Background: an optimization exercise with open tools, aiming at small area. Do not read the settings as production practice. In this exercise RTL edits were held to simulation tests only and were not proved equivalent to the original. Power and IR drop assume default switching activity.

==> flow/design.v <==
`default_nettype none
package hdc_pkg;
  localparam int unsigned HV_DIM     = 128;
  localparam int unsigned IM_ADDR_W  = 10;
  localparam int unsigned SET_W      = 3;
  localparam int unsigned INDEX_W    = 7;
  localparam int unsigned SEED_W     = 32;
  localparam int unsigned NUM_SETS   = 8;
  localparam int unsigned BUND_CNT_W = 8;
  localparam logic [SEED_W-1:0] CIM_BASE_SEED = 32'd621635317;
  localparam logic [NUM_SETS*SEED_W-1:0] ORTHO_SEEDS = {
    32'd2535149661,
    32'd2525737372,
    32'd4032445525,
    32'd811160829,
    32'd2850820469,
    32'd3074702788,
    32'd2391206478,
    32'd1103779247
  };
endpackage
module hdc_nor2  (input wire a, input wire b, output wire y);                  assign y = ~(a | b);              endmodule
module hdc_and2  (input wire a, input wire b, output wire y);                  assign y = a & b;                 endmodule
module hdc_xor2  (input wire a, input wire b, output wire y);                  assign y = a ^ b;                 endmodule
module hdc_xnor2 (input wire a, input wire b, output wire y);                  assign y = ~(a ^ b);              endmodule
module hdc_o21ai (input wire a1, input wire a2, input wire b1, output wire y); assign y = ~((a1 | a2) & b1);     endmodule
module hdc_o21a  (input wire a1, input wire a2, input wire b1, output wire y); assign y = (a1 | a2) & b1;        endmodule
module hdc_a221o (input wire a1, input wire a2, input wire b1, input wire b2, input wire c1, output wire y);
  assign y = (a1 & a2) | (b1 & b2) | c1;
endmodule
module hdc_a22o  (input wire a1, input wire a2, input wire b1, input wire b2, output wire y);
  assign y = (a1 & a2) | (b1 & b2);
endmodule
module hdc_mux2i (input wire a0, input wire a1, input wire s, output wire y);  assign y = ~(s ? a1 : a0);         endmodule
`default_nettype wire
`default_nettype none
module item_mem_port (
  input  logic        cim_i,
  input  logic [2:0]  set_i,
  input  logic [4:0]  rot_i,      
  output logic [31:0] nrot_o
);
  logic [31:0] seed;
  logic [4:0]  sel;
  logic [31:0] st [6];
  assign seed  = (cim_i ? hdc_pkg::CIM_BASE_SEED
                        : hdc_pkg::ORTHO_SEEDS[set_i*32 +: 32]);
  assign sel   = rot_i & {5{~cim_i}};
  assign st[0] = seed;
  for (genvar k = 0; k < 5; k++) begin : g_stage
    for (genvar j = 0; j < 32; j++) begin : g_bit
      hdc_mux2i u_mux (
        .a0 ( st[k][j]                   ),
        .a1 ( st[k][(j + 32 - (1 << k)) % 32] ),
        .s  ( sel[k]                     ),
        .y  ( st[k+1][j]                 )
      );
    end
  end
  assign nrot_o = st[5];
endmodule
`default_nettype wire
`default_nettype none
module hv_bundler (
  input  logic         clk_i,
  input  logic         arst_n_i,
  input  logic         valid_i,
  input  logic         last_i,
  input  logic [127:0] e_i,        
  output logic         par_o,      
  output logic [127:0] qhv_o,
  output logic         qhv_valid_o
);
  logic start_q;
  logic par_q;
  logic qhv_valid_q;
  logic [127:0][7:0] x_q;
  logic [127:0][7:0] x_d;
  always_ff @(posedge clk_i or negedge arst_n_i) begin
    if (!arst_n_i) begin
      start_q     <= 1'b1;
      par_q       <= 1'b0;
      qhv_valid_q <= 1'b0;
    end else begin
      qhv_valid_q <= valid_i & last_i;
      if (valid_i) begin
        start_q <= last_i;
        par_q   <= ~par_o;
      end
    end
  end
  assign par_o = par_q & ~start_q;
  logic nvalid, nstart;
  assign nvalid = ~valid_i;
  assign nstart = ~start_q;
  for (genvar i = 0; i < 128; i++) begin : g_pos
    logic [7:0] t;     
    logic [6:0] nm, u;
    logic       m7;
    assign t[0] = e_i[i];
    for (genvar k = 0; k < 7; k++) begin : g_bit
      hdc_nor2 u_nm (.a(x_q[i][k]), .b(start_q), .y(nm[k]));
      if (k % 2 == 0) begin : g_even
        hdc_nor2  u_u (.a(nvalid), .b(t[k]), .y(u[k]));
        hdc_o21ai u_t (.a1(x_q[i][k]), .a2(start_q), .b1(t[k]), .y(t[k+1]));
      end else begin : g_odd
        hdc_and2  u_u (.a(valid_i), .b(t[k]), .y(u[k]));
        hdc_nor2  u_t (.a(t[k]), .b(nm[k]), .y(t[k+1]));
      end
      hdc_xnor2 u_d (.a(nm[k]), .b(u[k]), .y(x_d[i][k]));
    end
    hdc_and2  u_m7 (.a(x_q[i][7]), .b(nstart), .y(m7));
    hdc_xnor2 u_d7 (.a(m7), .b(t[7]), .y(x_d[i][7]));
    assign qhv_o[i] = x_q[i][7];
  end
  always_ff @(posedge clk_i) begin
    x_q <= x_d;
  end
  assign qhv_valid_o = qhv_valid_q;
endmodule
`default_nettype wire
`default_nettype none
module hdc_encoder_top (
  input  logic              clk_i,
  input  logic              arst_n_i,
  input  logic              req_valid_i,
  input  logic              req_last_i,
  input  logic              req_cim_a_i,
  input  logic              req_cim_b_i,
  input  logic [9:0]        req_addr_a_i,
  input  logic [9:0]        req_addr_b_i,
  output logic [127:0]      qhv_o,
  output logic              qhv_valid_o
);
  logic       valid_q;
  logic       last_q;
  logic       cim_a_q, cim_b_q;
  logic [2:0] set_a_q, set_b_q;
  logic [4:0] rot_a_q, rot_b_q;
  logic [6:0] lo_q, hi_q;
  logic [6:0] flip_a, flip_b, lo_d, hi_d;
  assign flip_a = req_cim_a_i ? req_addr_a_i[9:3] : 7'd0;
  assign flip_b = req_cim_b_i ? req_addr_b_i[9:3] : 7'd0;
  assign lo_d   = (flip_a < flip_b) ? flip_a : flip_b;
  assign hi_d   = (flip_a < flip_b) ? flip_b : flip_a;
  always_ff @(posedge clk_i or negedge arst_n_i) begin
    if (!arst_n_i) begin
      valid_q <= 1'b0;
    end else begin
      valid_q <= req_valid_i;
    end
  end
  always_ff @(posedge clk_i) begin
    last_q  <= req_last_i;
    cim_a_q <= req_cim_a_i;
    cim_b_q <= req_cim_b_i;
    set_a_q <= req_addr_a_i[9:7];
    set_b_q <= req_addr_b_i[9:7];
    rot_a_q <= req_addr_a_i[4:0];
    rot_b_q <= req_addr_b_i[4:0];
    lo_q    <= lo_d;
    hi_q    <= hi_d;
  end
  logic         par, nvalid;
  logic [31:0]  nrot_a, nrot_b, per_x, per_p, per;
  logic [6:0]   lo, hi;
  assign nvalid = ~valid_q;
  item_mem_port u_im_a (.cim_i(cim_a_q), .set_i(set_a_q), .rot_i(rot_a_q), .nrot_o(nrot_a));
  item_mem_port u_im_b (.cim_i(cim_b_q), .set_i(set_b_q), .rot_i(rot_b_q), .nrot_o(nrot_b));
  for (genvar j = 0; j < 32; j++) begin : g_per
    hdc_xnor2 u_x (.a(nrot_a[j]), .b(nrot_b[j]), .y(per_x[j]));
    hdc_xor2  u_p (.a(per_x[j]), .b(par), .y(per_p[j]));
    hdc_nor2  u_v (.a(nvalid), .b(per_p[j]), .y(per[j]));
  end
  assign lo = lo_q;
  assign hi = hi_q;
  logic [7:0]  grp_f, grp_a, grp_b;
  logic [15:0] ge_l, lt_l;
  logic        same;
  assign same = lo[6:4] == hi[6:4];
  always_comb begin
    for (int v = 0; v < 8; v++) begin
      grp_f[v] = valid_q & (v > lo[6:4]) & (v < hi[6:4]);
      grp_a[v] = valid_q & (v == lo[6:4]);
      grp_b[v] = valid_q & (v == hi[6:4]) & ~same;
    end
    for (int v = 0; v < 16; v++) begin
      lt_l[v] = v < hi[3:0];
      ge_l[v] = (v >= lo[3:0]) & (~same | lt_l[v]);
    end
  end
  logic [127:0] band, e;
  for (genvar i = 0; i < 128; i++) begin : g_bind
    if (i / 16 == 0) begin : g_first
      hdc_and2  u_bd (.a(grp_a[0]), .b(ge_l[i%16]), .y(band[i]));
    end else if (i / 16 == 7) begin : g_last
      hdc_a22o  u_bd (.a1(grp_a[7]), .a2(ge_l[i%16]), .b1(grp_b[7]), .b2(lt_l[i%16]), .y(band[i]));
    end else begin : g_mid
      hdc_a221o u_bd (.a1(grp_a[i/16]), .a2(ge_l[i%16]), .b1(grp_b[i/16]), .b2(lt_l[i%16]),
                      .c1(grp_f[i/16]), .y(band[i]));
    end
    hdc_xor2  u_e  (.a(per[i % 32]), .b(band[i]), .y(e[i]));
  end
  hv_bundler u_bundler (
    .clk_i       ( clk_i       ),
    .arst_n_i    ( arst_n_i    ),
    .valid_i     ( valid_q     ),
    .last_i      ( last_q      ),
    .e_i         ( e           ),
    .par_o       ( par         ),
    .qhv_o       ( qhv_o       ),
    .qhv_valid_o ( qhv_valid_o )
  );
endmodule
`default_nettype wire
==> flow/config.mk <==
export PLATFORM = sky130hd
export DESIGN_NAME = hdc_encoder_top
export DESIGN_NICKNAME = hdc_encoder_top
export VERILOG_FILES = /design/flow/design.v
export SDC_FILE = /design/flow/constraint.sdc
export NUM_CORES = 4
export LEC_CHECK = 0
export ABC_AREA = 0
export CAP_MARGIN = 0
export CORE_MARGIN = 2
export CORE_UTILIZATION = 70
export CTS_CLUSTER_DIAMETER = 100
export CTS_CLUSTER_SIZE = 25
export GPL_ROUTABILITY_DRIVEN = 0
export PLACE_DENSITY = 0.8
export SLEW_MARGIN = 0
export SYNTH_HIERARCHICAL = 1
==> flow/constraint.sdc <==
create_clock -name core_clock -period 5.0 [get_ports {clk_i}]
set_input_delay 1.0000 -clock core_clock [delete_from_list [all_inputs] [get_ports {clk_i}]]
set_output_delay 1.0000 -clock core_clock [all_outputs]
set_load 0.01 [all_outputs]
standard.sh (not shown) runs the stock make flow with config.mk's settings and CLKGATE_MAP_FILE= SYNTH_SCRIPT=/design/flow/synth_recipe.tcl, a recipe that flattens the netlist after the stock synthesis.
==> flow/flow/run.sh <==
#!/bin/bash
# Standard layout, with the port buffers made from the smallest buffer cell.
set -euo pipefail
bash standard.sh BUFFER_PORTS_ARGS="-buffer_cell sky130_fd_sc_hd__buf_1" finish > standard.log 2>&1
Change:
CORE_UTILIZATION = 75   (was 70)
CTS_CLUSTER_DIAMETER = 120   (was 100)
CTS_CLUSTER_SIZE = 28   (was 25)
GPL_TIMING_DRIVEN = 1   (was not set)
PLACE_DENSITY = 0.85   (was 0.8)
TNS_END_PERCENT = 100   (was not set)
Result: Clock-buffer cell count falls by 6. Via count climbs slightly. Routed wire length went up slightly. Hold slack improved by 0.035 ns. Power falls slightly. Worst setup slack is worse by 0.010 ns. Combinational power hardly moves. Utilization grows by 4.5 points. Sequential power barely changes. Cell count falls slightly.
Change:
CORE_UTILIZATION = 70   (was 75)
CTS_CLUSTER_DIAMETER = 100   (was 120)
CTS_CLUSTER_SIZE = 25   (was 28)
GPL_ROUTABILITY_DRIVEN = not set   (was 0)
GPL_TIMING_DRIVEN = not set   (was 1)
PLACE_DENSITY = 0.8   (was 0.85)
TNS_END_PERCENT = not set   (was 100)
Effect:
- design area grows by about 1.1%
- synthesized cell count does not change
- power went up by about 1.6%
- sequential power stays flat
- utilization came out lower by 4.2 points
- combinational power is about the same
- clock-buffer cell count climbs by 9
- first-iteration DRC count goes down by 15%
Change:
CTS_CLUSTER_DIAMETER = 120   (was 100)
CTS_CLUSTER_SIZE = 28   (was 25)
GPL_ROUTABILITY_DRIVEN = 0   (was not set)
The changed run finished clean.
Maximum frequency shrinks by 1.3%.
Flip-flop and latch count does not change.
Sequential power is about the same.
Routed wire length goes down by 3.2%.
Clock power goes down by 5.9%.
Combinational power stays flat.
Sequential share of layout area climbs by 0.28 points.
Clock-buffer cell count is lower by 8.
Final cell count goes down by 0.56%.
Setup slack degrades by 0.060 ns.
Total power falls by 1.5%.
Change:
CORE_UTILIZATION = 75   (was 70)
CTS_BUF_LIST = sky130_fd_sc_hd__clkbuf_16 sky130_fd_sc_hd__clkbuf_8   (was not set)
PLACE_DENSITY = 0.85   (was 0.8)
Effect: Die area came out lower by about 6.6%; utilization came out higher by 4.7 points; area after synthesis is unchanged; count of clock-buffer cells in the layout came out lower by 2; final cell count decreases by about 1.2%; global-route usage increases by 2.6 points; final area drops by 0.40%; wire length came out higher by 2.2%; flip-flop and latch count stays the same; fmax is lower by about 0.8%.
Change:
CTS_BUF_LIST = not set   (was sky130_fd_sc_hd__clkbuf_16 sky130_fd_sc_hd__clkbuf_8)
Effect: The changed run finished clean. Combinational power is about the same. Worst setup slack gets better by 0.012 ns. Cell area stays the same. Non-clock buffer count is unchanged.

==> afterwards: timing with drivers on the ports <==
The results above use ideal ports. As a check the final layouts listed here were re-extracted and re-timed, cells and wires unchanged. Step 1 sets driving cells, clkbuf_16 on the clock port and buf_2 on the other inputs (assumed; they add their load-dependent delay and slew). Step 2 moves the port delays by t, midway between the first and last clock arrival at a register: inputs arrive t later, outputs are due t later. That takes back most of the time a late clock gives input paths. Three values: ideal ports, drivers, drivers and shift; two values: the first two.
run | shift t [ns] | setup WS [ns] | worst data-port slew with drivers (ns)
the first run | 0.699 | 0.267 / 0.267 / 0.267 | 0.10
the second run | 0.687 | 0.257 / 0.257 / 0.257 | 0.08
the third run | 0.693 | 0.344 / 0.344 / 0.344 | 0.09
the fourth run | 0.701 | 0.284 / 0.284 / 0.284 | 0.09
the fifth run | 0.687 | 0.245 / 0.245 / 0.245 | 0.08
the sixth run | 0.687 | 0.257 / 0.257 / 0.257 | 0.08
After both steps every run listed still meets setup and hold.
